What follows belongs to an exercise in optimizing a design on an open flow for small area and a short achievable clock period; a production flow would make more cautious choices. Where RTL was checked, it was by simulation tests only, not by an equivalence proof against the original. No functional check of the RTL was part of run 1. Power figures rest on the tool's default switching activity, not on a simulated workload.

[flow/constraint.sdc]
create_clock -name core_clock -period 5.0 [get_ports {clk}]
set_input_delay 1.0000 -clock core_clock [delete_from_list [all_inputs] [get_ports {clk}]]
set_output_delay 1.0000 -clock core_clock [all_outputs]
set_load 0.01 [all_outputs]
[flow/design.v]
`default_nettype none
package motorCtrlPkg;
    localparam int motorCount  = 4;
    localparam int wordWidth   = 32;
    localparam int addrWidth   = 5;
    localparam int sensorWidth = 34;
    localparam int sampleWidth = 16;
    localparam int adcWidth    = 12;
    localparam int fifoDepth   = 8;
    localparam int addrPwmDuty    = 0;
    localparam int addrDriverDir  = 1;
    localparam int addrFbDir      = 2;
    localparam int addrControl    = 3;
    localparam int addrFifoStatus = 4;
    localparam int addrMotorBase  = 7;
    localparam int motorStride    = 5;
    localparam int offEncoder = 0;
    localparam int offSpeed   = 1;
    localparam int offVolt    = 2;
    localparam int offAmp     = 3;
    localparam int clearAllBit = 31;
    localparam logic [wordWidth-1:0] reservedPattern = 32'hDEADBEEF;
    typedef union packed {
        logic [sampleWidth-1:0] raw;
        struct packed {
            logic                zero;
            logic [2:0]          channel;
            logic [adcWidth-1:0] adc;
        } field;
    } adcSample_u;
endpackage
`default_nettype wire
`timescale 1ns/1ps
`default_nettype none
module sensorFifo #(
    parameter int dataWidth = motorCtrlPkg::wordWidth,
    parameter int depth     = motorCtrlPkg::fifoDepth
) (
    input  wire                  clk,
    input  wire                  reset_n,
    input  wire                  clear,
    input  wire                  push,
    input  wire  [dataWidth-1:0] pushData,
    input  wire                  pop,
    output logic [dataWidth-1:0] head,
    output logic                 notEmpty
);
    localparam int idxWidth = 3;   
    localparam logic [idxWidth-1:0] lastIdx = idxWidth'(depth - 1);
    logic [dataWidth-1:0] mem [depth];
    logic [idxWidth-1:0]  idx;
    logic                 empty;
    logic                 full;
    logic                 doPush;
    logic                 doPop;
    assign full     = !empty && (idx == lastIdx);
    assign notEmpty = !empty;
    assign doPop    = pop && !empty;
    assign doPush   = push && (!full || pop);
    logic [2:0] idxInc;
    logic [2:0] idxDec;
    logic       grow;
    logic       shrink;
    assign idxInc = {idx[2] ^ (idx[1] & idx[0]), idx[1] ^ idx[0], !idx[0]};
    assign idxDec = {idx[2] ^ !(idx[1] | idx[0]), !(idx[1] ^ idx[0]), !idx[0]};
    assign grow   = doPush && !doPop;
    assign shrink = doPop && !doPush;
    always_ff @(posedge clk or negedge reset_n) begin
        if (!reset_n) begin
            idx   <= '0;
            empty <= 1'b1;
        end else if (clear) begin
            idx   <= '0;
            empty <= 1'b1;
        end else begin
            if (grow && !empty)              idx <= idxInc;
            if (shrink && (idx != '0))       idx <= idxDec;
            if (grow)                        empty <= 1'b0;
            if (shrink && (idx == '0))       empty <= 1'b1;
        end
    end
    always_ff @(posedge clk) begin
        if (push && (!full || pop)) begin
            mem[0] <= pushData;
            for (int i = 1; i < depth; i++) mem[i] <= mem[i-1];
        end
    end
    always_comb begin
        head = '0;
        for (int i = 0; i < depth; i++)
            head = head | ({dataWidth{idx == idxWidth'(i)}} & mem[i]);
    end
endmodule
`default_nettype wire
`timescale 1ns/1ps
`default_nettype none
module feedbackBank (
    input  wire                                   clk,
    input  wire                                   reset_n,
    input  wire                                   clearAll,
    input  wire  [motorCtrlPkg::motorCount*motorCtrlPkg::wordWidth-1:0]    speedIn,
    input  wire  [motorCtrlPkg::motorCount*motorCtrlPkg::sensorWidth-1:0]  sensorIn,
    input  wire  [motorCtrlPkg::motorCount-1:0]   popSpeed,
    input  wire  [motorCtrlPkg::motorCount-1:0]   popVolt,
    input  wire  [motorCtrlPkg::motorCount-1:0]   popAmp,
    output logic [motorCtrlPkg::motorCount*(motorCtrlPkg::wordWidth-1)-1:0] speedHead,
    output logic [motorCtrlPkg::motorCount*motorCtrlPkg::adcWidth-1:0]     voltHead,
    output logic [motorCtrlPkg::motorCount*motorCtrlPkg::adcWidth-1:0]     ampHead,
    output logic [motorCtrlPkg::wordWidth-1:0]    fifoStatus
);
    localparam int sw = motorCtrlPkg::wordWidth - 1;
    localparam int aw = motorCtrlPkg::adcWidth;
    localparam int ss = motorCtrlPkg::sensorWidth;
    localparam int sp = motorCtrlPkg::sampleWidth;
    logic [motorCtrlPkg::motorCount-1:0] speedNotEmpty;
    logic [motorCtrlPkg::motorCount-1:0] voltNotEmpty;
    logic [motorCtrlPkg::motorCount-1:0] ampNotEmpty;
    for (genvar m = 0; m < motorCtrlPkg::motorCount; m = m + 1) begin : gMotor
        sensorFifo #(.dataWidth(sw), .depth(motorCtrlPkg::fifoDepth)) speedFifo (
            .clk      (clk),
            .reset_n  (reset_n),
            .clear    (clearAll),
            .push     (speedIn[m*32 + 31]),
            .pushData (speedIn[m*32 +: sw]),
            .pop      (popSpeed[m]),
            .head     (speedHead[m*sw +: sw]),
            .notEmpty (speedNotEmpty[m])
        );
        sensorFifo #(.dataWidth(aw), .depth(motorCtrlPkg::fifoDepth)) voltFifo (
            .clk      (clk),
            .reset_n  (reset_n),
            .clear    (clearAll),
            .push     (sensorIn[m*ss + ss - 1]),
            .pushData (sensorIn[m*ss + sp +: aw]),
            .pop      (popVolt[m]),
            .head     (voltHead[m*aw +: aw]),
            .notEmpty (voltNotEmpty[m])
        );
        sensorFifo #(.dataWidth(aw), .depth(motorCtrlPkg::fifoDepth)) ampFifo (
            .clk      (clk),
            .reset_n  (reset_n),
            .clear    (clearAll),
            .push     (sensorIn[m*ss + ss - 2]),
            .pushData (sensorIn[m*ss +: aw]),
            .pop      (popAmp[m]),
            .head     (ampHead[m*aw +: aw]),
            .notEmpty (ampNotEmpty[m])
        );
    end
    always_comb begin
        fifoStatus = '0;
        for (int i = 0; i < motorCtrlPkg::motorCount; i++) begin
            fifoStatus[i]       = speedNotEmpty[i];
            fifoStatus[8 + 2*i] = voltNotEmpty[i];
            fifoStatus[9 + 2*i] = ampNotEmpty[i];
        end
    end
endmodule
`default_nettype wire
`timescale 1ns/1ps
`default_nettype none
module motorRegFile (
    input  wire                                   clk,
    input  wire                                   reset_n,
    input  wire  [motorCtrlPkg::addrWidth-1:0]    address,
    input  wire                                   read,
    input  wire                                   write,
    input  wire  [motorCtrlPkg::wordWidth-1:0]    writedata,
    input  wire  [motorCtrlPkg::wordWidth-1:0]    fbDirection,
    input  wire  [motorCtrlPkg::motorCount*motorCtrlPkg::wordWidth-1:0]    encoder,
    input  wire  [motorCtrlPkg::wordWidth-1:0]    fifoStatus,
    input  wire  [motorCtrlPkg::motorCount*(motorCtrlPkg::wordWidth-1)-1:0] speedHead,
    input  wire  [motorCtrlPkg::motorCount*motorCtrlPkg::adcWidth-1:0]     voltHead,
    input  wire  [motorCtrlPkg::motorCount*motorCtrlPkg::adcWidth-1:0]     ampHead,
    output logic [motorCtrlPkg::wordWidth-1:0]    readdata,
    output logic                                  waitrequest,
    output logic [motorCtrlPkg::wordWidth-1:0]    pwmDuty,
    output logic [motorCtrlPkg::wordWidth-1:0]    driverDir,
    output logic [motorCtrlPkg::wordWidth-1:0]    motorCtrl,
    output logic [motorCtrlPkg::motorCount-1:0]   popSpeed,
    output logic [motorCtrlPkg::motorCount-1:0]   popVolt,
    output logic [motorCtrlPkg::motorCount-1:0]   popAmp
);
    localparam int ww = motorCtrlPkg::wordWidth;
    localparam int sw = motorCtrlPkg::wordWidth - 1;
    localparam int aw = motorCtrlPkg::adcWidth;
    logic [31:0]   hit;
    logic [ww-1:0] readNext;
    assign waitrequest = 1'b0;
    always_comb begin
        for (int a = 0; a < 32; a++) hit[a] = (address == 5'(a));
    end
    always_comb begin
        for (int m = 0; m < motorCtrlPkg::motorCount; m++) begin
            popSpeed[m] = read && hit[motorCtrlPkg::addrMotorBase + m*motorCtrlPkg::motorStride + motorCtrlPkg::offSpeed];
            popVolt[m]  = read && hit[motorCtrlPkg::addrMotorBase + m*motorCtrlPkg::motorStride + motorCtrlPkg::offVolt];
            popAmp[m]   = read && hit[motorCtrlPkg::addrMotorBase + m*motorCtrlPkg::motorStride + motorCtrlPkg::offAmp];
        end
    end
    always_comb begin
        logic reserved;
        reserved = hit[5] | hit[6];
        for (int a = 27; a < 32; a++) reserved = reserved | hit[a];
        readNext = ({ww{hit[motorCtrlPkg::addrPwmDuty]}}    & pwmDuty)
                 | ({ww{hit[motorCtrlPkg::addrDriverDir]}}  & driverDir)
                 | ({ww{hit[motorCtrlPkg::addrFbDir]}}      & fbDirection)
                 | ({ww{hit[motorCtrlPkg::addrControl]}}    & motorCtrl)
                 | ({ww{hit[motorCtrlPkg::addrFifoStatus]}} & fifoStatus);
        for (int m = 0; m < motorCtrlPkg::motorCount; m++) begin
            reserved = reserved | hit[motorCtrlPkg::addrMotorBase + m*motorCtrlPkg::motorStride + 4];
            readNext = readNext
                | ({ww{hit[motorCtrlPkg::addrMotorBase + m*motorCtrlPkg::motorStride + motorCtrlPkg::offEncoder]}}
                   & encoder[m*ww +: ww])
                | ({ww{hit[motorCtrlPkg::addrMotorBase + m*motorCtrlPkg::motorStride + motorCtrlPkg::offSpeed]}}
                   & {1'b0, speedHead[m*sw +: sw]})
                | ({ww{hit[motorCtrlPkg::addrMotorBase + m*motorCtrlPkg::motorStride + motorCtrlPkg::offVolt]}}
                   & {{(ww-aw){1'b0}}, voltHead[m*aw +: aw]})
                | ({ww{hit[motorCtrlPkg::addrMotorBase + m*motorCtrlPkg::motorStride + motorCtrlPkg::offAmp]}}
                   & {{(ww-aw){1'b0}}, ampHead[m*aw +: aw]});
        end
        readNext = readNext | ({ww{reserved}} & motorCtrlPkg::reservedPattern);
    end
    always_ff @(posedge clk or negedge reset_n) begin
        if (!reset_n) begin
            readdata  <= '0;
            pwmDuty   <= '0;
            driverDir <= '0;
            motorCtrl <= '0;
        end else begin
            if (read) readdata <= readNext;
            if (write && hit[motorCtrlPkg::addrPwmDuty])   pwmDuty   <= writedata;
            if (write && hit[motorCtrlPkg::addrDriverDir]) driverDir <= writedata;
            if (write && hit[motorCtrlPkg::addrControl])   motorCtrl <= writedata;
        end
    end
endmodule
`default_nettype wire
`timescale 1ns/1ps
`default_nettype none
module motorCtrlAvs (
    input  wire                                   clk,
    input  wire                                   reset_n,
    input  wire  [motorCtrlPkg::addrWidth-1:0]    address,
    input  wire                                   read,
    input  wire                                   write,
    input  wire  [motorCtrlPkg::wordWidth-1:0]    writedata,
    output logic [motorCtrlPkg::wordWidth-1:0]    readdata,
    output logic                                  waitrequest,
    input  wire  [motorCtrlPkg::wordWidth-1:0]    fbDirection,
    input  wire  [motorCtrlPkg::motorCount*motorCtrlPkg::wordWidth-1:0]    encoder,
    input  wire  [motorCtrlPkg::motorCount*motorCtrlPkg::wordWidth-1:0]    speedIn,
    input  wire  [motorCtrlPkg::motorCount*motorCtrlPkg::sensorWidth-1:0]  sensorIn,
    output logic [motorCtrlPkg::wordWidth-1:0]    pwmDuty,
    output logic [motorCtrlPkg::wordWidth-1:0]    driverDir,
    output logic [motorCtrlPkg::wordWidth-1:0]    motorCtrl
);
    logic [motorCtrlPkg::wordWidth-1:0]   fifoStatus;
    logic [motorCtrlPkg::motorCount*(motorCtrlPkg::wordWidth-1)-1:0] speedHead;
    logic [motorCtrlPkg::motorCount*motorCtrlPkg::adcWidth-1:0]     voltHead;
    logic [motorCtrlPkg::motorCount*motorCtrlPkg::adcWidth-1:0]     ampHead;
    logic [motorCtrlPkg::motorCount-1:0]  popSpeed;
    logic [motorCtrlPkg::motorCount-1:0]  popVolt;
    logic [motorCtrlPkg::motorCount-1:0]  popAmp;
    logic                                 clearAll;
    assign clearAll = motorCtrl[motorCtrlPkg::clearAllBit];
    motorRegFile regFile (
        .clk         (clk),
        .reset_n     (reset_n),
        .address     (address),
        .read        (read),
        .write       (write),
        .writedata   (writedata),
        .fbDirection (fbDirection),
        .encoder     (encoder),
        .fifoStatus  (fifoStatus),
        .speedHead   (speedHead),
        .voltHead    (voltHead),
        .ampHead     (ampHead),
        .readdata    (readdata),
        .waitrequest (waitrequest),
        .pwmDuty     (pwmDuty),
        .driverDir   (driverDir),
        .motorCtrl   (motorCtrl),
        .popSpeed    (popSpeed),
        .popVolt     (popVolt),
        .popAmp      (popAmp)
    );
    feedbackBank fbBank (
        .clk        (clk),
        .reset_n    (reset_n),
        .clearAll   (clearAll),
        .speedIn    (speedIn),
        .sensorIn   (sensorIn),
        .popSpeed   (popSpeed),
        .popVolt    (popVolt),
        .popAmp     (popAmp),
        .speedHead  (speedHead),
        .voltHead   (voltHead),
        .ampHead    (ampHead),
        .fifoStatus (fifoStatus)
    );
endmodule
`default_nettype wire
[flow/run.sh]
#!/bin/bash
# synth_recipe.tcl (not shown) runs the flow's synth.tcl, then flattens the netlist and writes it again
# the make line also repeats each setting of config.mk as NAME=value (left out here)
make -C /OpenROAD-flow-scripts/flow DESIGN_CONFIG=/design/flow/config.mk WORK_HOME=/design/flow/orfs CLKGATE_MAP_FILE= SYNTH_SCRIPT=/design/flow/synth_recipe.tcl finish
[flow/config.mk]
export PLATFORM = sky130hd
export DESIGN_NAME = motorCtrlAvs
export DESIGN_NICKNAME = motorCtrlAvs
export VERILOG_FILES = /design/flow/design.v
export SDC_FILE = /design/flow/constraint.sdc
export NUM_CORES = 4
export LEC_CHECK = 0
export ABC_CLOCK_PERIOD_IN_PS = 2500
export CAP_MARGIN = 20
export CORE_MARGIN = 2
export CORE_UTILIZATION = 40
export SETUP_SLACK_MARGIN = 2.5
export SLEW_MARGIN = 20
==> out/qor.csv, run 1 <==
stage,metric,value,unit
outcome,outcome,finished clean,
grt,globalRoute.totalOverflow,0,
setup_path,cp-start-kind,register,
setup_path,end_kind,register,
place,gp_congestion,0.931,
floorplan,core_area,0.188,sq mm
setup_path,slowest_delay,680,ps
grt,grt_pass1_vias,46556,
synthesis,syn_inst,4576,
setup_path,critPathBufInv,2,
setup_path,crit_slowest_cell,o211ai_1,
timing,setup_tns,0,ps
synthesis,yosys-top-cells-area,"edfxtp_1 70%, a22oi_1 5.5%, dfrtp_1 5.4%",
synthesis,yosysWarnings,6,
finish,drive_above_1_share,27.0,%
synthesis,yosysSeqAreaShare,75.9,%
timing,slew-limit-headroom,31.7,%
floorplan,die-area,0.192,sq mm
clock_tree,cts_hold_buffers,0,
grt,grtUsageTotal,24.4,%
setup_path,r2r_setup_slack,2140,ps
floorplan,fp-row-count,159,
setup_path,critPathTopFamily,compound AO/OA/AOI/OAI gates,
setup_path,worstPathMaxFanout,21,
clock_tree,cts-root-buf,clkbuf_16,
timing,hold_violations,0,
route,firstDrtPassIters,9,
synthesis,syn_area,0.0754,sq mm
floorplan,io_pins,594,
route,ant_nets,0,
place,dp_hpwl,155000,microns
route,wl_per_cell,29.7,microns
setup_path,crit_required,5720,ps
route,vias_per_cell,5.92,
timing,setup_violations,0,
floorplan,dieHeight,438,microns
floorplan,die_x,438,microns
timing,fmax,350,MHz
synthesis,syn_area_per_cell,16.5,sq um
grt,grt_max_degree,143,
clock_tree,cts_tree,done,
clock_tree,clockBufferDepth,3,
timing,rsz0062_at_grt,yes,
route,vias,48420,
finish,area_delta_synth_final,27.7,%
synthesis,syn_nets,5089,
finish,final_cells,8180,
pwr,p_seq_share,40.7,%
timing,worst_slew_pin_slew,1020,ps
place,dp_cells,7489,
pwr,peakVddDrop,0.346,mV
synthesis,ys_async_sr_fraction,9.09,%
synthesis,ys.flop_type,edfxtp_1,
clock_tree,cts_buffers,199,
pwr,p_per_area,547,mW/mm^2
clock_tree,clk_pin_slew,60,ps
setup_path,crit_type,register to register,
timing,drv_slew,0,
pwr,p_leak,33.4,nW
timing,min_period_over_period,57.2,%
clock_tree,insertion_delay,840,ps
place,io_buffers,560,
timing,period_minus_slack,2860,ps
clock_tree,cts_max_level,4,
synthesis,yosys.area.top_type_share,70.1,%
synthesis,yosys_register_bits,1936,
synthesis,synth.distinct_cells,88,
grt,grt_pass1_wl,341000,microns
grt,antenna_found_initial,23,
pwr,p_switching,17.5,mW
synthesis,synth-edff-count,1760,
route,drt-initial-drc-count,6470,
setup_path,cp.arrival,3580,ps
setup_path,crit_chain,"buf_4, ha_4, buf_12, a22oi_2, nand2_1, o211ai_1, o2111ai_2, o32a_1",
pwr,pwr-share-clk,28.0,%
floorplan,start_util,40.2,%
hold_path,hp-class,input port to asynchronous set/reset pin,
route,routed_wl,243000,microns
pwr,p_int,35.2,mW
route,drc,0,
pwr,pwr-share-comb,31.2,%
flow_run,drv_cap,0,
timing,final.setup_skew,28.8,ps
clock_tree,cts.sinks,1936,
pwr,p_sw_share,33.2,%
finish,final_nets,6018,
synthesis,yosys.area.top_type,edfxtp_1,
[stage by stage]
| stage | util, % | area, sq um | hold WS (ps) | setup WS, ps | power (mW) |
|---|---|---|---|---|---|
| floorplan | - | 75600 | 420 | -1370 | 28.6 |
| global placement | 45.2 | 84800 | 422 | 438 | 34.1 |
| detailed placement | 45.2 | 84800 | 429 | 400 | 34.3 |
| CTS | 50.3 | 94400 | 209 | 2090 | 51.4 |
| global route | 51.3 | 96300 | 228 | 2110 | 54.7 |
| finish | 51.4 | 96300 | 186 | 2140 | 52.7 |
[power groups by stage]
stage          Clock, mW  Sequential (mW)  Combinational (mW)
3_3_place_gp           0             21.8                12.3
5_1_grt             15.7             21.7                17.4
3_5_place_dp           0             21.9                12.4
4_1_cts             15.1             21.4                14.9
6_report            14.8             21.5                16.5
2_1_floorplan          0             21.3                7.36
[final cells by class]
| class | count | area [sq um] |
|---|---|---|
| flip-flops and latches | 1936 | 57300 |
| repair buffers | 1048 | 10200 |
| clock inverters | 88 | 922 |
| diodes | 13 | 32.5 |
| clock buffers | 280 | 5500 |
| multi-input cells | 2278 | 19100 |
| fillers | 15464 | 91300 |
| well taps | 2495 | 3120 |
| inverters | 42 | 176 |
[kinds of logic after synthesis]
kind of cell	share of synthesized area (%)
buffers and inverters	2.05
AO/OA/AOI/OAI	13.8
multiplexers	4.03
AND/OR/NAND/NOR	3.27
other	0.00497
XOR/XNOR	0.0929
flip-flops	75.9
adder cells (fa/ha/maj)	0.796
[routing by layer]
layer  GRT usage, %  vias up  share of wire [%]
li1               -    20735                  -
met1           32.6    24919                 40
met2           38.6     2314                 48
met3           3.84      446                7.0
met4           12.6        6                5.8
met5              0        -              0.016
[flip-flops by register name (all words and copies together) (netlist names)]
register / flops
fbBank.gMotor.speedFifo.idx: 12
fbBank.gMotor.ampFifo.idx: 12
fbBank.gMotor.voltFifo.mem: 384
regFile.readdata: 32
fbBank.gMotor.speedFifo.mem: 992
regFile.pwmDuty: 32
regFile.driverDir: 32
regFile.motorCtrl: 32
fbBank.gMotor.ampFifo.empty: 4
fbBank.gMotor.voltFifo.empty: 4
fbBank.gMotor.ampFifo.mem: 384
fbBank.gMotor.speedFifo.empty: 4
fbBank.gMotor.voltFifo.idx: 12
[cells in the mapped netlist, types with 10 or more instances]
| cell type | n |
|---|---|
| a222oi_1 | 64 |
| a31oi_1 | 58 |
| o21ai_0 | 85 |
| nor3_1 | 26 |
| o32a_1 | 11 |
| edfxtp_1 | 1760 |
| a32o_1 | 15 |
| nand4_1 | 18 |
| a221oi_1 | 166 |
| buf_1 | 50 |
| nor2_1 | 81 |
| o211ai_1 | 25 |
| nand2_1 | 184 |
| dfstp_2 | 12 |
| a211oi_1 | 35 |
| mux2_2 | 239 |
| nor4_1 | 11 |
| a32oi_1 | 10 |
| clkbuf_1 | 176 |
| nor2b_1 | 23 |
| inv_1 | 41 |
| o22ai_1 | 39 |
| a22oi_1 | 554 |
| nand3_1 | 93 |
| dfrtp_1 | 164 |
| o2111ai_1 | 11 |
| buf_4 | 12 |
| mux2i_1 | 26 |
| buf_2 | 77 |
| ha_1 | 48 |
| a21oi_1 | 264 |
| o21bai_1 | 12 |
| a22o_1 | 30 |
[timing repair]
action	CTS	global route
gates cloned	9	4
gates resized for setup	935	224
endpoints found under the setup margin	2022	710
pin swaps	74	106
buffers inserted	206	91
[cell usage in the layout, fill, tap and decap left out, types with 17 or more instances in the layout]
cell type,synthesis,routed
a21oi_1,264,210
a21oi_2,1,42
a221oi_1,166,119
a221oi_2,3,29
a221oi_4,0,21
a222oi_1,64,64
a22o_1,30,30
a22oi_1,554,534
a22oi_2,1,21
a31oi_1,58,46
buf_12,0,60
buf_2,77,107
buf_4,12,340
buf_6,6,72
clkbuf_1,176,63
clkbuf_16,0,205
clkdlybuf4s50_1,0,425
clkinv_1,1,35
clkinv_2,0,24
dfrtp_1,164,129
dfrtp_2,0,28
edfxtp_1,1760,1760
ha_4,0,36
inv_1,41,23
mux2_2,239,239
mux2i_1,26,26
nand2_1,184,178
nand3_1,93,91
nand4_1,18,18
nor2_1,81,70
nor2b_1,23,17
nor3_1,26,21
o211ai_1,25,25
o21ai_0,85,48
o21ai_1,5,24
o21ai_2,0,18
o22ai_1,39,21
[worst paths after layout]
check                                                 startpoint                                     to  cells after the start
max in group asynchronous                                reset_n                   regFile.motorCtrl[5]                      2
hold reg to reg            fbBank.gMotor[1].speedFifo.mem[3][15]  fbBank.gMotor[1].speedFifo.mem[4][15]                      0
min in group core_clock    fbBank.gMotor[1].speedFifo.mem[3][15]  fbBank.gMotor[1].speedFifo.mem[4][15]                      0
setup reg to reg                fbBank.gMotor[2].voltFifo.idx[1]                    regFile.readdata[7]                      8
hold / removal                                           reset_n       fbBank.gMotor[0].voltFifo.idx[2]                      1
setup / recovery                fbBank.gMotor[2].voltFifo.idx[1]                    regFile.readdata[7]                      8
==> inputs of run 2 (changes only) <==
--- a/flow/design.v
+++ b/flow/design.v
@@ -45,7 +45,7 @@
     output logic [dataWidth-1:0] head,
     output logic                 notEmpty
 );
-    localparam int idxWidth = 3;   
+    localparam int idxWidth = (depth > 1) ? $clog2(depth) : 1;
     localparam logic [idxWidth-1:0] lastIdx = idxWidth'(depth - 1);
     logic [dataWidth-1:0] mem [depth];
     logic [idxWidth-1:0]  idx;
@@ -57,14 +57,6 @@
     assign notEmpty = !empty;
     assign doPop    = pop && !empty;
     assign doPush   = push && (!full || pop);
-    logic [2:0] idxInc;
-    logic [2:0] idxDec;
-    logic       grow;
-    logic       shrink;
-    assign idxInc = {idx[2] ^ (idx[1] & idx[0]), idx[1] ^ idx[0], !idx[0]};
-    assign idxDec = {idx[2] ^ !(idx[1] | idx[0]), !(idx[1] ^ idx[0]), !idx[0]};
-    assign grow   = doPush && !doPop;
-    assign shrink = doPop && !doPush;
     always_ff @(posedge clk or negedge reset_n) begin
         if (!reset_n) begin
             idx   <= '0;
@@ -72,11 +64,12 @@
         end else if (clear) begin
             idx   <= '0;
             empty <= 1'b1;
-        end else begin
-            if (grow && !empty)              idx <= idxInc;
-            if (shrink && (idx != '0))       idx <= idxDec;
-            if (grow)                        empty <= 1'b0;
-            if (shrink && (idx == '0))       empty <= 1'b1;
+        end else if (doPush && !doPop) begin
+            if (empty) empty <= 1'b0;
+            else       idx   <= idx + 1'b1;
+        end else if (doPop && !doPush) begin
+            if (idx == '0) empty <= 1'b1;
+            else           idx   <= idx - 1'b1;
         end
     end
     always_ff @(posedge clk) begin
--- a/flow/config.mk
+++ b/flow/config.mk
@@ -5,9 +5,7 @@
 export SDC_FILE = /design/flow/constraint.sdc
 export NUM_CORES = 4
 export LEC_CHECK = 0
-export ABC_CLOCK_PERIOD_IN_PS = 2500
 export CAP_MARGIN = 20
 export CORE_MARGIN = 2
 export CORE_UTILIZATION = 40
-export SETUP_SLACK_MARGIN = 2.5
 export SLEW_MARGIN = 20
==> run 2 against run 1 <==
  * Combinational power is about 30% lower
  * Largest cell class unchanged
  * Critical path depth is 1 lower
  * Wire length is 3.4% lower
  * Clock skew is 43 ps higher
  * Synthesized area hardly changed
==> out/qor.csv, run 2 <==
stage,metric,value,unit
floorplan,dieHeight,438,microns
synthesis,syn_nets,5003,
synthesis,yosys.area.top_type_share,70.1,%
clock_tree,postCtsSetupRepairBufs,0,
place,dp_cells,7407,
finish,seqCellArea,0.0573,sq mm
timing,drv_slew,0,
clock_tree,clockBufferDepth,3,
place,gp_congestion,0.935,
finish,final_common_cell,edfxtp_1,
finish,n_fill_cell,15738,
synthesis,synth_most_common_cell,edfxtp_1,
grt,antenna_found_initial,35,
timing,fmax,256,MHz
route,drt-initial-drc-count,7311,
clock_tree,cts_hold_buffers,0,
synthesis,ys_async_sr_fraction,9.09,%
pwr,power,47.8,mW
floorplan,io_pins,594,
finish,final_cells,7812,
synthesis,yosys.area.top_type,edfxtp_1,
clock_tree,cts.sinks,1936,
setup_path,r2r_cells,7,
timing,setup_tns,0,ps
clock_tree,insertion_delay,860,ps
floorplan,die_x,438,microns
floorplan,core_area,0.188,sq mm
setup_path,crit_required,5670,ps
synthesis,syn_area_per_cell,16.9,sq um
finish,area_delta_synth_final,21.8,%
finish,final_nets,5665,
synthesis,synthTopCellsByCount,"1,760 x edfxtp_1, 285 x a222oi_1, 272 x mux2_2",
pwr,p_per_area,521,mW/mm^2
route,wl_per_cell,30.0,microns
setup_path,crit_slowest_cell,nor4_1,
setup_path,cp-start-kind,register,
finish,top_register,fbBank.gMotor.speedFifo.mem,
setup_path,r2r_setup_slack,1090,ps
grt,grtUsageTotal,23.7,%
finish,layout_common_cells,"1,760 x edfxtp_1, 557 x clkdlybuf4s50_1, 285 x a222oi_1",
pwr,peakVddDrop,0.329,mV
synthesis,yosysSeqAreaShare,76.0,%
timing,final.setup_skew,71.4,ps
setup_path,end_kind,register,
synthesis,synth.distinct_cells,82,
floorplan,die-area,0.192,sq mm
clock_tree,cts.repair.resized,0,
timing,whs,205,ps
timing,period_minus_slack,3910,ps
route,ant_nets,0,
flow_run,drv_cap,0,
setup_path,cp.arrival,4580,ps
floorplan,fp-row-count,159,
synthesis,synth-edff-count,1760,
timing,worst_slew_pin_slew,1140,ps
route,routed_wl,235000,microns
place,dp_hpwl,160000,microns
setup_path,r2r_end,regFile.readdata[1],
grt,globalRoute.totalOverflow,0,
grt,grt_pass1_vias,45532,
outcome,outcome,finished clean,
place,io_buffers,560,
place,dpl-instance-area,0.0850,sq mm
grt,grt_pass1_wl,331000,microns
synthesis,yosys_register_bits,1936,
synthesis,yosysWarnings,6,
route,vias,46756,
timing,min_period_over_period,78.2,%
clock_tree,cts_buffers,202,
clock_tree,clk_pin_slew,60,ps
finish,largestRegisters,"fbBank.gMotor.speedFifo.mem x992, fbBank.gMotor.ampFifo.mem x384, fbBank.gMotor.voltFifo.mem x384",
setup_path,worstPathMaxFanout,12,
setup_path,critPathBufInv,1,
synthesis,syn_inst,4454,
finish,largest_reg_flops,992,
finish,fin_area,0.0918,sq mm
pwr,p_leak,31.6,nW
finish,drive_above_1_share,15.8,%
hold_path,hp-class,input port to asynchronous set/reset pin,
timing,setup_violations,0,
synthesis,yosys-top-cells-area,"edfxtp_1 70%, dfrtp_1 5.4%, mux2_2 4.1%",
setup_path,crit_chain,"inv_2, ha_1, a222oi_1, o21ai_0, a2111o_1, nor4_1, a41oi_1",
timing,hold_violations,0,
route,firstDrtPassIters,10,
route,drc,0,
clock_tree,cts-root-buf,clkbuf_16,
setup_path,critPathTopFamily,compound AO/OA/AOI/OAI gates,
setup_path,r2r-start,fbBank.gMotor[1].ampFifo.idx[2],
finish,multi_input_area,0.0169,sq mm
setup_path,slowest_delay,800,ps
setup_path,crit_type,register to register,
floorplan,start_util,40.2,%
clock_tree,cts_max_level,4,
synthesis,ys.flop_type,edfxtp_1,
timing,slew-limit-headroom,23.8,%
synthesis,syn_area,0.0754,sq mm
grt,grt_max_degree,114,
route,vias_per_cell,5.99,
clock_tree,cts_tree,done,
timing,rsz0062_at_grt,no,
[run 2: logic make-up after synthesis]
group / after synthesis / synth area share [%]
flip-flops: 1936 / 76.0
AO/OA/AOI/OAI: 1229 / 12.7
AND/OR/NAND/NOR: 511 / 3.09
buffers and inverters: 359 / 1.97
multiplexers: 309 / 4.59
adder cells (fa/ha/maj): 84 / 1.39
XOR/XNOR: 25 / 0.290
other: 1 / 0.00497
[run 2: cell type report]
cell class                 count  share of cell area, %
clock buffer                 277                   5.98
tap                         2495                   3.40
multi-input combinational   2159                   18.4
inverter                      62                  0.253
timing repair buffer         755                   8.20
clock inverter               105                   1.37
antenna                       23                 0.0627
sequential                  1936                   62.4
[run 2: worst register-to-register path: stages, from the launching register on]
cell and delay [ps]:
dfrtp_1 630, inv_2 220, ha_1 480, a222oi_1 430, o21ai_0 430, a2111o_1 520
nor4_1 800, a41oi_1 220
[run 2: metal layers]
metal | track usage, % | wire length (microns) | vias to the layer above | part of all wire (%)
met2 | 36.9 | 111000 | 2236 | 47
met1 | 31.9 | 93300 | 24210 | 40
met3 | 4.75 | 18100 | 418 | 7.7
met4 | 11.8 | 11900 | 10 | 5.1
met5 | 0 | 67 | - | 0.029
li1 | - | - | 19882 | -
[run 2: worst max path at each step]
stage / start / to / slack [ps] / cells after the start
global route: fbBank.gMotor[1].ampFifo.idx[2] / regFile.readdata[1] / 1050 / 7
CTS: fbBank.gMotor[1].ampFifo.idx[2] / regFile.readdata[1] / 1120 / 7
finish: fbBank.gMotor[1].ampFifo.idx[2] / regFile.readdata[1] / 1090 / 7
detailed placement: address[3] / regFile.readdata[1] / 440 / 8
global placement: address[1] / regFile.readdata[24] / 500 / 7
floorplan: address[2] / fbBank.gMotor[2].speedFifo.mem[0][0] / -1430 / 6
[run 2: metrics by stage]
stage	worst slack (ps)	utilization, %
floorplan	-1430	-
global placement	502	45.3
detailed placement	437	45.3
CTS	1120	48.9
global route	1050	48.9
finish	1090	48.9
[run 2: where the power goes]
part | leakage, nW | switching, mW | internal (mW)
clock network | 3.26 | 6.59 | 8.61
logic | 8.92 | 7.03 | 4.49
registers | 19.4 | 1.23 | 19.8
total | 31.6 | 14.9 | 32.9
==> inputs of run 3 (changes only) <==
--- a/flow/design.v
+++ b/flow/design.v
@@ -45,43 +45,42 @@
     output logic [dataWidth-1:0] head,
     output logic                 notEmpty
 );
-    localparam int idxWidth = (depth > 1) ? $clog2(depth) : 1;
-    localparam logic [idxWidth-1:0] lastIdx = idxWidth'(depth - 1);
     logic [dataWidth-1:0] mem [depth];
-    logic [idxWidth-1:0]  idx;
-    logic                 empty;
+    logic [depth-1:0]     occ;
+    logic [depth-1:0]     headSel;
     logic                 full;
     logic                 doPush;
     logic                 doPop;
-    assign full     = !empty && (idx == lastIdx);
-    assign notEmpty = !empty;
-    assign doPop    = pop && !empty;
+    logic                 grow;
+    logic                 shrink;
+    assign full     = occ[depth-1];
+    assign notEmpty = occ[0];
+    assign doPop    = pop && occ[0];
     assign doPush   = push && (!full || pop);
+    assign grow     = doPush && !doPop;
+    assign shrink   = doPop && !doPush;
     always_ff @(posedge clk or negedge reset_n) begin
         if (!reset_n) begin
-            idx   <= '0;
-            empty <= 1'b1;
+            occ <= '0;
         end else if (clear) begin
-            idx   <= '0;
-            empty <= 1'b1;
-        end else if (doPush && !doPop) begin
-            if (empty) empty <= 1'b0;
-            else       idx   <= idx + 1'b1;
-        end else if (doPop && !doPush) begin
-            if (idx == '0) empty <= 1'b1;
-            else           idx   <= idx - 1'b1;
+            occ <= '0;
+        end else if (grow) begin
+            occ <= {occ[depth-2:0], 1'b1};
+        end else if (shrink) begin
+            occ <= {1'b0, occ[depth-1:1]};
         end
     end
     always_ff @(posedge clk) begin
-        if (push && (!full || pop)) begin
+        if (doPush) begin
             mem[0] <= pushData;
             for (int i = 1; i < depth; i++) mem[i] <= mem[i-1];
         end
     end
+    assign headSel = occ & ~{1'b0, occ[depth-1:1]};
     always_comb begin
         head = '0;
         for (int i = 0; i < depth; i++)
-            head = head | ({dataWidth{idx == idxWidth'(i)}} & mem[i]);
+            head = head | ({dataWidth{headSel[i]}} & mem[i]);
     end
 endmodule
 `default_nettype wire
@@ -170,6 +169,7 @@
     output logic [motorCtrlPkg::wordWidth-1:0]    pwmDuty,
     output logic [motorCtrlPkg::wordWidth-1:0]    driverDir,
     output logic [motorCtrlPkg::wordWidth-1:0]    motorCtrl,
+    output logic                                  clearAll,
     output logic [motorCtrlPkg::motorCount-1:0]   popSpeed,
     output logic [motorCtrlPkg::motorCount-1:0]   popVolt,
     output logic [motorCtrlPkg::motorCount-1:0]   popAmp
@@ -213,6 +213,15 @@
         end
         readNext = readNext | ({ww{reserved}} & motorCtrlPkg::reservedPattern);
     end
+    logic clearN;
+    assign clearAll = !clearN;
+    always_ff @(posedge clk or negedge reset_n) begin
+        if (!reset_n) begin
+            clearN <= 1'b1;
+        end else if (write && hit[motorCtrlPkg::addrControl]) begin
+            clearN <= !writedata[motorCtrlPkg::clearAllBit];
+        end
+    end
     always_ff @(posedge clk or negedge reset_n) begin
         if (!reset_n) begin
             readdata  <= '0;
@@ -255,7 +264,6 @@
     logic [motorCtrlPkg::motorCount-1:0]  popVolt;
     logic [motorCtrlPkg::motorCount-1:0]  popAmp;
     logic                                 clearAll;
-    assign clearAll = motorCtrl[motorCtrlPkg::clearAllBit];
     motorRegFile regFile (
         .clk         (clk),
         .reset_n     (reset_n),
@@ -274,6 +282,7 @@
         .pwmDuty     (pwmDuty),
         .driverDir   (driverDir),
         .motorCtrl   (motorCtrl),
+        .clearAll    (clearAll),
         .popSpeed    (popSpeed),
         .popVolt     (popVolt),
         .popAmp      (popAmp)
==> flow/config.mk (replaced) <==
export PLATFORM = sky130hd
export DESIGN_NAME = motorCtrlAvs
export DESIGN_NICKNAME = motorCtrlAvs
export VERILOG_FILES = /design/flow/design.v
export SDC_FILE = /design/flow/constraint.sdc
export NUM_CORES = 4
export LEC_CHECK = 0
export CAP_MARGIN = 10
export CORE_MARGIN = 2
export CORE_UTILIZATION = 50
export CTS_CLUSTER_DIAMETER = 80
export CTS_CLUSTER_SIZE = 30
export SETUP_SLACK_MARGIN = 2.8
export SLEW_MARGIN = 10
export TNS_END_PERCENT = 10
==> run 3 against run 2 <==
  * Still clean
  * Sequential power fell by 6%
  * Clock power decreased by 38%
  * Count of clock-buffer cells in the layout shrank 155
  * Cell count fell by 6.0%
  * Core utilization up 14 points
  * Non-clock buffer count rose by 449
  * Maximum frequency rose by 60%
  * Sequential share of layout area is 0.60 points higher
  * Clock skew shrank 24 ps
  * Combinational power shrank about 70%
  * Global-route usage is 6.5 points higher
  * Critical path type unchanged
  * Largest power group unchanged
==> out/qor.csv, run 3 <==
stage,metric,value,unit
setup_path,critPathTopFamily,simple AND/OR/NAND/NOR gates,
finish,n_fill_cell,10762,
floorplan,dieHeight,390,microns
finish,layout_common_cells,"1,760 x edfxtp_1, 816 x a22oi_1, 470 x buf_4",
timing,worst_slew_pin_slew,1250,ps
setup_path,crit_required,5600,ps
grt,grt_max_degree,108,
timing,final.setup_skew,47.9,ps
floorplan,die-area,0.152,sq mm
pwr,p_per_area,352,mW/mm^2
floorplan,start_util,50.4,%
synthesis,yosys.area.top_type_share,70.9,%
timing,slew-limit-headroom,16.3,%
synthesis,synth_most_common_cell,edfxtp_1,
floorplan,core_area,0.148,sq mm
place,gp_congestion,0.855,
floorplan,fp-row-count,141,
route,drt-initial-drc-count,6064,
finish,final_nets,5794,
place,io_buffers,560,
synthesis,synth_top_family_by_area,compound AO/OA/AOI/OAI gates,
timing,setup_tns,0,ps
synthesis,synth_xor_area_share,0.141,%
clock_tree,cts-root-buf,clkbuf_16,
timing,min_period_over_period,48.9,%
route,vias,47368,
setup_path,cp-start-kind,register,
setup_path,cp.arrival,3040,ps
clock_tree,cts_tree,done,
synthesis,yosysWarnings,6,
synthesis,ys_async_sr_fraction,11.3,%
finish,multi_input_area,0.0170,sq mm
clock_tree,cts_buffers,90,
setup_path,crit_slowest_cell,or4_4,
place,dp_cells,6756,
synthesis,syn_nets,4753,
grt,grt_pass1_vias,45354,
synthesis,synth.area.mux_share,2.47,%
floorplan,io_pins,594,
timing,period_minus_slack,2450,ps
finish,area_delta_synth_final,24.8,%
finish,final_cells,7343,
synthesis,ys.flop_type,edfxtp_1,
synthesis,synthSimpleGateAreaFrac,3.28,%
hold_path,hp-class,input port to asynchronous set/reset pin,
setup_path,crit_chain,"nor2b_4, a22oi_1, a41oi_4, or4_4, nor4_4, a31oi_1",
clock_tree,cts_max_level,3,
pwr,p_seq_share,60.8,%
route,drc,0,
finish,largestRegisters,"fbBank.gMotor.speedFifo.mem x992, fbBank.gMotor.ampFifo.mem x384, fbBank.gMotor.voltFifo.mem x384",
pwr,peakVddDrop,0.332,mV
flow_run,drv_cap,0,
pwr,p_switching,8.14,mW
floorplan,die_x,390,microns
synthesis,syn_area_per_cell,17.4,sq um
route,wl_per_cell,32.1,microns
finish,seqCellArea,0.0586,sq mm
synthesis,yosysSeqAreaShare,78.5,%
timing,hold_violations,0,
setup_path,slowest_delay,600,ps
synthesis,synth-edff-count,1760,
clock_tree,clockBufferDepth,3,
place,dp_hpwl,153000,microns
route,firstDrtPassIters,6,
finish,largest_reg_flops,992,
grt,antenna_found_initial,23,
timing,fmax,409,MHz
synthesis,synth.distinct_cells,66,
route,vias_per_cell,6.45,
synthesis,syn_area,0.0745,sq mm
synthesis,yosys.area_share.adder,0,%
timing,layout_setup_ws,2550,ps
grt,globalRoute.totalOverflow,0,
setup_path,crit_type,register to register,
finish,drive_above_1_share,25.7,%
route,routed_wl,236000,microns
pwr,p_leak,31.4,nW
clock_tree,cts_hold_buffers,0,
clock_tree,clk_pin_slew,120,ps
pwr,p_sw_share,24.9,%
timing,drv_slew,0,
clock_tree,insertion_delay,750,ps
synthesis,yosys-top-cells-area,"edfxtp_1 71%, a22oi_1 9.0%, dfrtp_1 7.5%",
clock_tree,cts.sinks,1985,
pwr,pwr-share-clk,28.6,%
finish,final_common_cell,edfxtp_1,
synthesis,synthTopCellsByCount,"1,760 x edfxtp_1, 897 x a22oi_1, 224 x dfrtp_1",
finish,top_register,fbBank.gMotor.speedFifo.mem,
route,ant_nets,0,
grt,grtUsageTotal,30.3,%
pwr,power,32.7,mW
timing,rsz0062_at_grt,yes,
synthesis,syn_inst,4288,
grt,grt_pass1_wl,331000,microns
synthesis,yosys.area.top_type,edfxtp_1,
place,dp_slack,219,ps
outcome,outcome,finished clean,
synthesis,synth-compound-area-share,14.1,%
setup_path,critPathBufInv,0,
pwr,p_int,24.6,mW
setup_path,worstPathMaxFanout,4,
setup_path,end_kind,register,
synthesis,yosys_register_bits,1985,
pwr,pwr-share-comb,10.5,%
timing,setup_violations,0,
-- run 3: final cells by class --
cell class	instances	share of cell area, %
flip-flops and latches	1985	63.0
multi-input cells	2031	18.3
repair buffers	1204	12.7
clock buffers	122	2.63
well taps	1930	2.60
clock inverters	48	0.677
inverters	17	0.0727
diodes	6	0.0161
-- run 3: logic make-up after synthesis --
| group | Yosys count |
|---|---|
| mux | 172 |
| flops | 1985 |
| compound gates | 1389 |
| simple gates | 457 |
| xor+xnor | 12 |
| buf+inv | 272 |
| other cells | 1 |
-- run 3: power by group through the flow --
| stage | logic [mW] | registers (mW) | clock network [mW] |
|---|---|---|---|
| 2_1_floorplan | 1.12 | 20.2 | 0 |
| 3_3_place_gp | 2.73 | 20.3 | 0 |
| 3_5_place_dp | 2.75 | 20.3 | 0 |
| 4_1_cts | 3.31 | 19.9 | 9.53 |
| 5_1_grt | 3.63 | 20.0 | 10.0 |
| 6_report | 3.45 | 19.9 | 9.37 |
-- run 3: path summary, 6_finish.rpt --
check                                                      start                               endpoint  slack, ps  depth (start not counted)
setup / recovery               fbBank.gMotor[2].speedFifo.occ[1]                    regFile.readdata[5]       2550                          6
hold / removal                                           reset_n                   regFile.driverDir[5]        190                          1
setup reg to reg               fbBank.gMotor[2].speedFifo.occ[1]                    regFile.readdata[5]       2550                          6
hold reg to reg            fbBank.gMotor[3].speedFifo.mem[1][24]  fbBank.gMotor[3].speedFifo.mem[2][24]        420                          0
max in group asynchronous                                reset_n        fbBank.gMotor[1].ampFifo.occ[7]       3560                          2
min in group core_clock    fbBank.gMotor[3].speedFifo.mem[1][24]  fbBank.gMotor[3].speedFifo.mem[2][24]        420                          0
-- run 3: what timing repair did --
action / CTS / global route
buffers inserted: 326 / 63
cloned: 19 / 3
resized for setup: 740 / 329
pin swaps: 92 / 42
endpoints found under the setup margin: 2113 / 1537
-- run 3: stage by stage --
step           hold slack (ps)  utilization, %  instance area [sq um]
2_1_floorplan              426               -                  74600
3_3_place_gp               427            56.7                  83800
3_5_place_dp               432            56.7                  83900
4_1_cts                    281            62.4                  92200
5_1_grt                    242            62.9                  93000
6_report                   193            62.9                  93000
-- run 3: layer usage --
layer,global-route usage (%),part of all wire (%)
met5,0,0.014
met4,10.6,4.1
met3,5.52,9.3
met2,46.9,46
met1,43.4,40
==> inputs of run 4 (changes only) <==
--- a/flow/config.mk
+++ b/flow/config.mk
@@ -8,8 +8,8 @@
 export CAP_MARGIN = 10
 export CORE_MARGIN = 2
 export CORE_UTILIZATION = 50
-export CTS_CLUSTER_DIAMETER = 80
-export CTS_CLUSTER_SIZE = 30
+export CTS_CLUSTER_DIAMETER = 70
+export CTS_CLUSTER_SIZE = 24
 export SETUP_SLACK_MARGIN = 2.8
 export SLEW_MARGIN = 10
 export TNS_END_PERCENT = 10
==> run 4 against run 3 <==
  * Still clean
  * Final area is essentially flat
  * First-iteration DRC count grew 3.2%
  * Count of clock-buffer cells in the layout grew 18
  * Critical endpoint is now motorCtrl[26]
  * Global-route usage shrank 0.38 points
  * Register-to-register slack gained 30 ps
  * Sequential power is essentially flat
  * Core utilization is essentially flat
  * Synthesized area is the same
==> out/qor.csv, run 4 <==
stage,metric,value,unit
clock_tree,clockBufferDepth,3,
timing,hold_violations,0,
route,met3_length,22000,microns
grt,grtUsageTotal,29.9,%
setup_path,r2r_end,regFile.readdata[21],
finish,final_cells,7344,
timing,whs,211,ps
setup_path,end_kind,output pin,
route,vias,47371,
clock_tree,cts_tree,done,
setup_path,r2r-start,fbBank.gMotor[2].speedFifo.occ[2],
route,drc,0,
place,dp_slack,219,ps
synthesis,synth.distinct_cells,66,
place,io_buffers,560,
clock_tree,insertion_delay,780,ps
setup_path,cp-start-kind,register,
pwr,pwr-share-clk,32.4,%
grt,grt_pass1_vias,44973,
route,vias_per_cell,6.45,
grt,antenna_found_initial,34,
setup_path,crit_slowest_cell,dfrtp_4,
place,gp_congestion,0.855,
synthesis,ys_async_sr_fraction,11.3,%
pwr,p_sw_share,24.7,%
place,dp_cells,6756,
finish,finish.utilization,62.9,%
synthesis,syn_inst,4288,
route,met2_length,110000,microns
setup_path,r2r_setup_slack,2580,ps
floorplan,fp-row-count,141,
finish,area_delta_synth_final,24.7,%
clock_tree,cts_max_level,3,
pwr,p_per_area,370,mW/mm^2
setup_path,slowest_delay,540,ps
pwr,peakVddDrop,0.294,mV
clock_tree,cts_buffers,118,
route,routed_wl,237000,microns
flow_run,drv_cap,0,
timing,setup_tns,0,ps
finish,final_common_cell,edfxtp_1,
route,drt-initial-drc-count,6260,
grt,globalRoute.totalOverflow,0,
floorplan,core_area,0.148,sq mm
hold_path,hp-class,input port to asynchronous set/reset pin,
floorplan,die_x,390,microns
floorplan,start_util,50.4,%
grt,grt_max_degree,108,
synthesis,yosys-top-cells-area,"edfxtp_1 71%, a22oi_1 9.0%, dfrtp_1 7.5%",
pwr,p_seq_share,58.0,%
floorplan,io_pins,594,
synthesis,yosys.area.top_type_share,70.9,%
route,highest_layer,met5,
synthesis,synth_most_common_cell,edfxtp_1,
synthesis,synth.area.mux_share,2.47,%
timing,drv_slew,0,
timing,rsz0062_at_grt,yes,
finish,top_register,fbBank.gMotor.speedFifo.mem,
synthesis,syn_nets,4753,
grt,grt_pass1_wl,327000,microns
route,ant_nets,0,
clock_tree,cts-root-buf,clkbuf_16,
synthesis,synthTopCellsByCount,"1,760 x edfxtp_1, 897 x a22oi_1, 224 x dfrtp_1",
route,wirelength_met1,95500,microns
synthesis,ys.flop_type,edfxtp_1,
finish,layout_common_cells,"1,760 x edfxtp_1, 841 x a22oi_1, 446 x buf_4",
setup_path,crit_required,4000,ps
setup_path,crit_type,register to output pin,
pwr,p_switching,8.49,mW
setup_path,critPathTopFamily,flip-flops,
clock_tree,cts.sinks,1985,
finish,drive_above_1_share,24.5,%
place,dp_hpwl,153000,microns
synthesis,synthSimpleGateAreaFrac,3.28,%
timing,worst_slew_pin_slew,1250,ps
timing,setup_violations,0,
synthesis,synth-compound-area-share,14.1,%
timing,slew-limit-headroom,16.5,%
finish,fin_area,0.0929,sq mm
setup_path,r2r_cells,8,
setup_path,cp.arrival,1450,ps
clock_tree,clk_pin_slew,90,ps
setup_path,worstPathMaxFanout,2,
synthesis,syn_area_per_cell,17.4,sq um
timing,fmax,408,MHz
synthesis,yosysSeqAreaShare,78.5,%
timing,layout_setup_ws,2550,ps
route,firstDrtPassIters,7,
floorplan,die-area,0.152,sq mm
synthesis,synth_top_family_by_area,compound AO/OA/AOI/OAI gates,
place,dpl-instance-area,0.0839,sq mm
finish,final_nets,5763,
clock_tree,cts_hold_buffers,0,
timing,min_period_over_period,49.0,%
synthesis,syn_area,0.0745,sq mm
floorplan,dieHeight,390,microns
route,wl_per_cell,32.2,microns
outcome,outcome,finished clean,
finish,largestRegisters,"fbBank.gMotor.speedFifo.mem x992, fbBank.gMotor.ampFifo.mem x384, fbBank.gMotor.voltFifo.mem x384",
synthesis,yosys.area.top_type,edfxtp_1,
synthesis,synth_xor_area_share,0.141,%
synthesis,yosysWarnings,6,
synthesis,synth-edff-count,1760,
pwr,p_leak,31.4,nW
pwr,p_int,25.9,mW
synthesis,yosys.area_share.adder,0,%
timing,period_minus_slack,2450,ps
pwr,pwr-share-comb,9.6,%
timing,final.setup_skew,34.1,ps
setup_path,critPathBufInv,1,
synthesis,yosys_register_bits,1985,
setup_path,crit_chain,buf_6,
finish,largest_reg_flops,992,
pwr,power,34.4,mW
[run 4: cell counts after synthesis]
No cell type changed its count.
[run 4: per-layer routing]
layer | GRT usage (%) | vias up
met5 | 0 | -
met1 | 42.6 | 24513
met4 | 10.1 | 8
met3 | 5.52 | 348
li1 | - | 19986
met2 | 46.7 | 2516
[run 4: final cells by class]
type                       instances  area, sq um
fill                           10813        54900
multi-input combinational       2032        16600
clock buffer                     140         3140
clock inverter                    84         1020
inverter                          17         67.6
antenna                           12         30.0
timing repair buffer            1144        11100
sequential                      1985        58600
tap                             1930         2410
[run 4: how the worst max path moves through the flow]
stage / start / endpoint / depth (start not counted)
floorplan: address[2] / fbBank.gMotor[2].speedFifo.occ[0] / 7
global placement: address[4] / regFile.readdata[7] / 7
detailed placement: address[4] / regFile.readdata[7] / 7
CTS: regFile.driverDir[8] / driverDir[8] / 1
global route: regFile.motorCtrl[26] / motorCtrl[26] / 1
finish: regFile.motorCtrl[26] / motorCtrl[26] / 1
[run 4: power groups by stage]
stage / combinational (mW) / sequential, mW / clock, mW
6_report: 3.31 / 19.9 / 11.1
5_1_grt: 3.48 / 20.1 / 11.9
4_1_cts: 3.09 / 19.9 / 11.3
3_5_place_dp: 2.75 / 20.3 / 0
3_3_place_gp: 2.73 / 20.3 / 0
2_1_floorplan: 1.12 / 20.2 / 0
[run 4: logic make-up (layout without fill, tap and decap cells)]
logic type             count (synthesis)  after routing
buffers and inverters                272           1385
flip-flops                          1985           1985
AND/OR/NAND/NOR                      457            458
other                                  1             13
XOR/XNOR                              12             12
AO/OA/AOI/OAI                       1389           1389
multiplexers                         172            172
[run 4: what timing repair did]
action                      CTS  global route
pin swaps                    68            41
setup endpoints to repair  2113          1770
resized for setup           632           307
buffers inserted            199           133
cloned                        9            11
==> inputs of run 5 (changes only) <==
==> flow/flow/run.sh (new file) <==
#!/bin/bash
# Standard ORFS layout through the standard.sh (synthesis unchanged), with
# one change: buffer_ports gives every port a plain buf_1 buffer instead of
# the default delay-buffer cell. Each step's full output goes to its own log
# in the work folder; ORFS's per-stage logs stay under orfs/logs.
set -euo pipefail
export BUFFER_PORTS_ARGS="-buffer_cell sky130_fd_sc_hd__buf_1"
bash standard.sh synth > synth.log 2>&1
bash standard.sh finish > layout.log 2>&1
==> flow/standard.sh (new file) <==
#!/bin/bash
# synth_recipe.tcl (not shown) runs the flow's synth.tcl, then flattens the netlist and writes it again
# the make line also repeats each setting of config.mk as NAME=value (left out here)
make -C /OpenROAD-flow-scripts/flow DESIGN_CONFIG=/design/flow/config.mk WORK_HOME=/design/flow/orfs CLKGATE_MAP_FILE= SYNTH_SCRIPT=/design/flow/synth_recipe.tcl "${@:-finish}"
removed: flow/run.sh
==> run 5 against run 4 <==
  * Synthesized cell count unchanged
  * Non-clock buffer count down 137
  * Die area unchanged
  * Clock skew shrank 1.1 ps
  * Maximum frequency fell by 1.7%
  * First-iteration DRC count is 6.7% lower
  * Sequential power about the same
  * Final area is 4.0% lower
  * Clock power about the same
  * Combinational power is 18% lower
  * Largest cell class unchanged
==> out/qor.csv, run 5 <==
stage,metric,value,unit
route,firstDrtPassIters,6,
finish,area_delta_synth_final,19.8,%
flow_run,drv_cap,0,
timing,drv_slew,0,
place,gp_congestion,0.937,
timing,layout_setup_ws,2510,ps
clock_tree,insertion_delay,780,ps
setup_path,cp.arrival,3130,ps
pwr,p_leak,29.3,nW
route,drt-initial-drc-count,5843,
floorplan,dieHeight,390,microns
pwr,power,33.7,mW
timing,period_minus_slack,2490,ps
setup_path,worstPathMaxFanout,8,
synthesis,yosys.area.top_type,edfxtp_1,
setup_path,crit_required,5640,ps
finish,top_register,fbBank.gMotor.speedFifo.mem,
synthesis,synthTopCellsByCount,"1,760 x edfxtp_1, 897 x a22oi_1, 224 x dfrtp_1",
timing,fmax,401,MHz
synthesis,ys.flop_type,edfxtp_1,
floorplan,io_pins,594,
grt,grt_max_degree,106,
outcome,outcome,finished clean,
synthesis,yosys-top-cells-area,"edfxtp_1 71%, a22oi_1 9.0%, dfrtp_1 7.5%",
timing,worst_slew_pin_slew,880,ps
synthesis,synth_most_common_cell,edfxtp_1,
setup_path,crit_chain,"buf_12, buf_8, or3_4, buf_6, nor2_4, buf_12, buf_8, a222oi_1, nor4b_4, a31oi_1",
synthesis,yosysWarnings,6,
grt,grt_pass1_vias,44923,
floorplan,start_util,50.4,%
timing,rsz0062_at_grt,yes,
pwr,p_per_area,378,mW/mm^2
grt,globalRoute.totalOverflow,0,
synthesis,syn_nets,4753,
clock_tree,cts.sinks,1985,
floorplan,die_x,390,microns
setup_path,slowest_delay,750,ps
clock_tree,cts_max_level,3,
finish,final_common_cell,edfxtp_1,
setup_path,r2r-start,fbBank.gMotor[1].voltFifo.occ[1],
synthesis,syn_area_per_cell,17.4,sq um
clock_tree,clk_pin_slew,90,ps
setup_path,crit_type,input port to register,
synthesis,ys_async_sr_fraction,11.3,%
synthesis,syn_area,0.0745,sq mm
timing,hold_violations,0,
hold_path,hp-class,input port to asynchronous set/reset pin,
timing,min_period_over_period,49.9,%
floorplan,fp-row-count,141,
route,vias,46773,
finish,final_nets,5629,
setup_path,cp-start-kind,input port,
place,dp_slack,509,ps
route,vias_per_cell,6.49,
setup_path,crit_slowest_cell,a222oi_1,
clock_tree,cts_buffers,118,
finish,drive_above_1_share,21.5,%
timing,setup_tns,0,ps
place,dp_hpwl,151000,microns
finish,largest_reg_flops,992,
synthesis,yosysSeqAreaShare,78.5,%
clock_tree,clockBufferDepth,3,
setup_path,crit_start,address[2],
grt,grtUsageTotal,29.9,%
timing,slew-limit-headroom,41.3,%
setup_path,r2r_cells,6,
finish,n_fill_cell,11104,
route,drc,0,
grt,grt_pass1_wl,326000,microns
finish,largestRegisters,"fbBank.gMotor.speedFifo.mem x992, fbBank.gMotor.ampFifo.mem x384, fbBank.gMotor.voltFifo.mem x384",
synthesis,syn_inst,4288,
clock_tree,cts-root-buf,clkbuf_16,
finish,layout_common_cells,"1,760 x edfxtp_1, 827 x a22oi_1, 542 x buf_1",
synthesis,yosys.area.top_type_share,70.9,%
route,wl_per_cell,32.2,microns
place,io_buffers,560,
synthesis,synth-edff-count,1760,
floorplan,core_area,0.148,sq mm
route,ant_nets,0,
pwr,peakVddDrop,0.342,mV
setup_path,end_kind,register,
timing,whs,211,ps
timing,final.setup_skew,33.0,ps
clock_tree,cts_tree,done,
floorplan,die-area,0.152,sq mm
synthesis,synth.distinct_cells,66,
synthesis,yosys_register_bits,1985,
route,routed_wl,232000,microns
grt,antenna_found_initial,22,
clock_tree,cts_hold_buffers,0,
timing,setup_violations,0,
[run 5: cell counts after synthesis]
No cell type changed its count.
[run 5: worst max-delay path, delay by kind of cell]
family / cells / cell delay [ps]
buf+inv: 5 / 600
simple gates: 3 / 620
compound gates: 2 / 880
[run 5: cell families (layout without fill, tap and decap cells)]
| family | after synthesis | in the layout | synth area share (%) |
|---|---|---|---|
| flip-flops | 1985 | 1985 | 78.5 |
| AO/OA/AOI/OAI | 1389 | 1389 | 14.1 |
| AND/OR/NAND/NOR | 457 | 461 | 3.28 |
| buffers and inverters | 272 | 1245 | 1.49 |
| multiplexers | 172 | 172 | 2.47 |
| XOR/XNOR | 12 | 12 | 0.141 |
| other | 1 | 8 | 0.00503 |
[run 5: final timing paths]
check / slack, ps / endpoint
hold / removal: 210 / regFile.readdata[8]
hold reg to reg: 440 / fbBank.gMotor[0].ampFifo.mem[6][4]
setup / recovery: 2510 / regFile.readdata[9]
max in group asynchronous: 3620 / regFile.pwmDuty[21]
min in group core_clock: 380 / fbBank.gMotor[0].speedFifo.mem[0][18]
setup reg to reg: 2540 / regFile.readdata[3]
[run 5: what timing repair did]
action / 4_1_cts / 5_1_grt
pin swaps: 109 / 34
setup endpoints to repair: 2113 / 1953
gates cloned: 13 / 3
buffers inserted: 210 / 17
resized for setup: 491 / 90
[run 5: area by class of cell]
class | count | area [sq um] | share of cell area, %
Tap cell | 1930 | 2410 | 2.71
Clock buffer | 130 | 3050 | 3.42
Clock inverter | 91 | 1060 | 1.19
Sequential cell | 1985 | 58500 | 65.6
Multi-Input combinational cell | 2035 | 17100 | 19.1
Timing Repair Buffer | 1007 | 7030 | 7.88
Inverter | 17 | 65.1 | 0.0729
Antenna cell | 7 | 17.5 | 0.0196
[run 5: stage by stage]
step | utilization (%) | cells | area, sq um
after floorplan | - | 4288 | 74600
after global placement | 54.2 | 6731 | 80200
after detailed placement | 54.2 | 6731 | 80200
after CTS | 60.0 | 7175 | 88700
after global routing | 60.4 | 7195 | 89200
final | 60.4 | 7202 | 89300
[run 5: report_power, final]
group          leakage (nW)  internal, mW  switching, mW
sequential             20.1          19.3          0.709
clock                  2.00          5.05           6.01
combinational          7.16         0.961           1.75
total                  29.3          25.3           8.46
[run 5: metal layers]
layer  GRT usage (%)  part of all wire, %
met1            42.7                   40
met2            46.6                   47
met3            5.82                  9.4
met4            9.46                  3.5
met5               0                0.020
==> inputs of run 6 (changes only) <==
--- a/flow/config.mk
+++ b/flow/config.mk
@@ -7,7 +7,7 @@
 export LEC_CHECK = 0
 export CAP_MARGIN = 10
 export CORE_MARGIN = 2
-export CORE_UTILIZATION = 50
+export CORE_UTILIZATION = 45
 export CTS_CLUSTER_DIAMETER = 70
 export CTS_CLUSTER_SIZE = 24
 export SETUP_SLACK_MARGIN = 2.8
==> run 6 against run 5 <==
  * Still clean
  * Via count decreased by 1.1%
  * Count of clock-buffer cells in the layout increased by 12
  * Flip-flop and latch count unchanged
  * Cell count increased by 2.9%
  * First-iteration DRC count increased by 3.1%
  * Critical endpoint is now regFile.readdata[3]
==> out/qor.csv, run 6 <==
stage,metric,value,unit
outcome,outcome,finished clean,
setup_path,crit_required,5680,ps
setup_path,r2r_end,regFile.readdata[6],
floorplan,die-area,0.169,sq mm
timing,period_minus_slack,2550,ps
clock_tree,insertion_delay,800,ps
finish,fin_area,0.0882,sq mm
clock_tree,cts_hold_buffers,0,
route,drc,0,
setup_path,cp-start-kind,input port,
pwr,p_per_area,383,mW/mm^2
synthesis,yosys.area.top_type_share,70.9,%
finish,area_delta_synth_final,18.4,%
synthesis,synth-edff-count,1760,
route,drt-initial-drc-count,6026,
clock_tree,cts_max_level,3,
synthesis,syn_inst,4288,
floorplan,dieHeight,411,microns
timing,setup_violations,0,
setup_path,worstPathMaxFanout,6,
grt,antenna_found_initial,15,
pwr,p_leak,28.7,nW
grt,globalRoute.totalOverflow,0,
grt,met2_usage,40.7,%
route,ant_nets,0,
setup_path,cp.arrival,3230,ps
grt,busiest_layer,met2,
route,vias_per_cell,6.24,
pwr,peakVddDrop,0.308,mV
grt,grt_pass1_vias,44238,
synthesis,synth.distinct_cells,66,
timing,slew-limit-headroom,28.4,%
grt,grtUsageTotal,26.1,%
timing,worst_slew_pin_slew,1070,ps
place,dp_cells,6993,
timing,rsz0062_at_grt,yes,
synthesis,yosysSeqAreaShare,78.5,%
timing,setup_tns,0,ps
clock_tree,clk_pin_slew,100,ps
finish,final_common_cell,edfxtp_1,
finish,largestRegisters,"fbBank.gMotor.speedFifo.mem x992, fbBank.gMotor.ampFifo.mem x384, fbBank.gMotor.voltFifo.mem x384",
synthesis,ys.flop_type,edfxtp_1,
place,dp_hpwl,149000,microns
route,vias,46266,
synthesis,yosysWarnings,6,
timing,hold_violations,0,
clock_tree,cts.sinks,1985,
synthesis,ys_async_sr_fraction,11.3,%
setup_path,end_kind,register,
timing,whs,176,ps
route,routed_wl,227000,microns
grt,grt_pass1_wl,320000,microns
synthesis,synthTopCellsByCount,"1,760 x edfxtp_1, 897 x a22oi_1, 224 x dfrtp_1",
place,gp_congestion,0.957,
floorplan,io_pins,594,
clock_tree,cts-root-buf,clkbuf_16,
synthesis,synth_most_common_cell,edfxtp_1,
timing,min_period_over_period,51.1,%
hold_path,hp-class,input port to asynchronous set/reset pin,
finish,final_nets,5570,
clock_tree,cts_tree,done,
flow_run,drv_cap,0,
synthesis,syn_nets,4753,
synthesis,syn_area,0.0745,sq mm
route,firstDrtPassIters,6,
synthesis,yosys_register_bits,1985,
finish,top_register,fbBank.gMotor.speedFifo.mem,
timing,final.setup_skew,47.0,ps
floorplan,fp-row-count,149,
setup_path,r2r_cells,7,
clock_tree,cts_buffers,118,
route,wl_per_cell,30.7,microns
setup_path,r2r-start,fbBank.gMotor[3].ampFifo.occ[1],
timing,fmax,392,MHz
synthesis,yosys-top-cells-area,"edfxtp_1 71%, a22oi_1 9.0%, dfrtp_1 7.5%",
synthesis,syn_area_per_cell,17.4,sq um
place,io_buffers,560,
synthesis,yosys.area.top_type,edfxtp_1,
finish,largest_reg_flops,992,
setup_path,crit_type,input port to register,
finish,final_cells,7414,
place,dpl-instance-area,0.0804,sq mm
finish,drive_above_1_share,18.2,%
timing,drv_slew,0,
setup_path,crit_start,address[2],
grt,grt_util_met1,36.8,%
floorplan,start_util,45.2,%
grt,grt_use_met3,4.97,%
clock_tree,clockBufferDepth,3,
floorplan,core_area,0.165,sq mm
setup_path,r2r_setup_slack,2590,ps
finish,layout_common_cells,"1,760 x edfxtp_1, 863 x a22oi_1, 550 x buf_1",
grt,grt_max_degree,98,
setup_path,crit_path_end,regFile.readdata[3],
floorplan,die_x,411,microns
==> run 6: cell counts after synthesis <==
No cell type changed its count.
==> run 6: report_power, final <==
| part | switching, mW | total [mW] | internal (mW) |
|---|---|---|---|
| clock | 6.02 | 11.2 | 5.18 |
| sequential | 0.675 | 19.9 | 19.3 |
| combinational | 1.73 | 2.68 | 0.953 |
| total | 8.42 | 33.8 | 25.4 |
==> run 6: cell type report <==
type,count,area [sq um]
well taps,2189,2740
repair buffers,952,6290
clock inverters,82,1070
fillers,13385,76600
diodes,16,40.0
inverters,17,67.6
clock buffers,142,3150
flip-flops and latches,1985,58500
multi-input cells,2031,16300
==> run 6: metrics by stage <==
step / util, % / total power [mW] / setup slack (ps)
floorplan: - / 21.3 / -1950
global placement: 48.8 / 22.6 / 600
detailed placement: 48.8 / 22.6 / 561
CTS: 53.3 / 33.9 / 2470
global route: 53.5 / 34.9 / 2480
finish: 53.5 / 33.8 / 2450
==> run 6: how the worst min path moves through the flow <==
stage                                               startpoint                              endpoint  slack [ps]  cells past startpoint
after floorplan             fbBank.gMotor[0].ampFifo.mem[4][8]    fbBank.gMotor[0].ampFifo.mem[5][8]         430                      0
after global placement    fbBank.gMotor[2].voltFifo.mem[6][10]  fbBank.gMotor[2].voltFifo.mem[7][10]         430                      0
after detailed placement    fbBank.gMotor[0].ampFifo.mem[0][1]    fbBank.gMotor[0].ampFifo.mem[1][1]         430                      0
after CTS                                              reset_n       fbBank.gMotor[0].ampFifo.occ[2]         130                      1
after global routing                                   reset_n       fbBank.gMotor[1].ampFifo.occ[1]         150                      1
final                                                  reset_n       fbBank.gMotor[0].ampFifo.occ[2]         180                      1
==> run 6: layer usage <==
layer,vias to the layer above,wire length (microns)
met5,-,36
met4,6,8790
met3,325,20900
met2,2413,106000
met1,23939,91800
li1,19583,-
==> run 6: critical path, stage by stage <==
cell and delay (ps):
buf_4 150, buf_6 140, nor3b_1 160, and2_1 230, a22o_1 360, a221oi_1 280, nand4_1 420, o32a_1 470
==> run 6: kinds of logic after synthesis <==
kind of cell    synth area share (%)
flops                           78.5
xor+xnor                       0.141
mux                             2.47
buf+inv                         1.49
compound gates                  14.1
other cells                  0.00503
simple gates                    3.28
==> run 6: what timing repair did <==
item                       4_1_cts  5_1_grt
resized for setup              331       43
setup buffers                  151       11
setup endpoints to repair     2102     1736
pin swaps                       67       10
gates cloned                    14        5

-- separate check: timing with driven ports --
No port has a modelled driver above. Below, the same layouts with a new extraction and two added sets of constraints. Step 1 assumes that a clkbuf_16 drives the clock port and a buf_2 every other input. Step 2 moves the port delays by t, midway between the first and last clock arrival at a register: inputs arrive t later, outputs are due t later. That takes back most of the time a late clock gives input paths. Slacks: ideal / step 1 / step 2; pairs: ideal / step 1.
| run | t (ns) | slack for setup (ns) | hold WS [ns] | worst setup path at the end |
|---|---|---|---|---|
| run 1 | 0.909 | 2.142 / 2.142 / 1.398 | 0.186 / 0.156 / 0.423 | input to register |
| run 2 | 0.925 | 1.092 / 1.092 / 0.323 | 0.205 / 0.144 / 0.403 | input to register |
| run 3 | 0.818 | 2.554 / 2.479 / 1.705 | 0.193 / 0.160 / 0.421 | input to register |
| run 4 | 0.849 | 2.548 / 2.458 / 1.775 | 0.211 / 0.173 / 0.434 | input to register |
| run 5 | 0.851 | 2.507 / 2.440 / 1.648 | 0.211 / 0.148 / 0.442 | input to register |
| run 6 | 0.861 | 2.446 / 2.452 / 1.595 | 0.176 / 0.126 / 0.442 | input to register |
After both steps setup and hold are still met in every run listed. For run 5, which loses most, drivers alone change the setup slack by -0.067 ns; drivers and shift together by -0.859 ns.
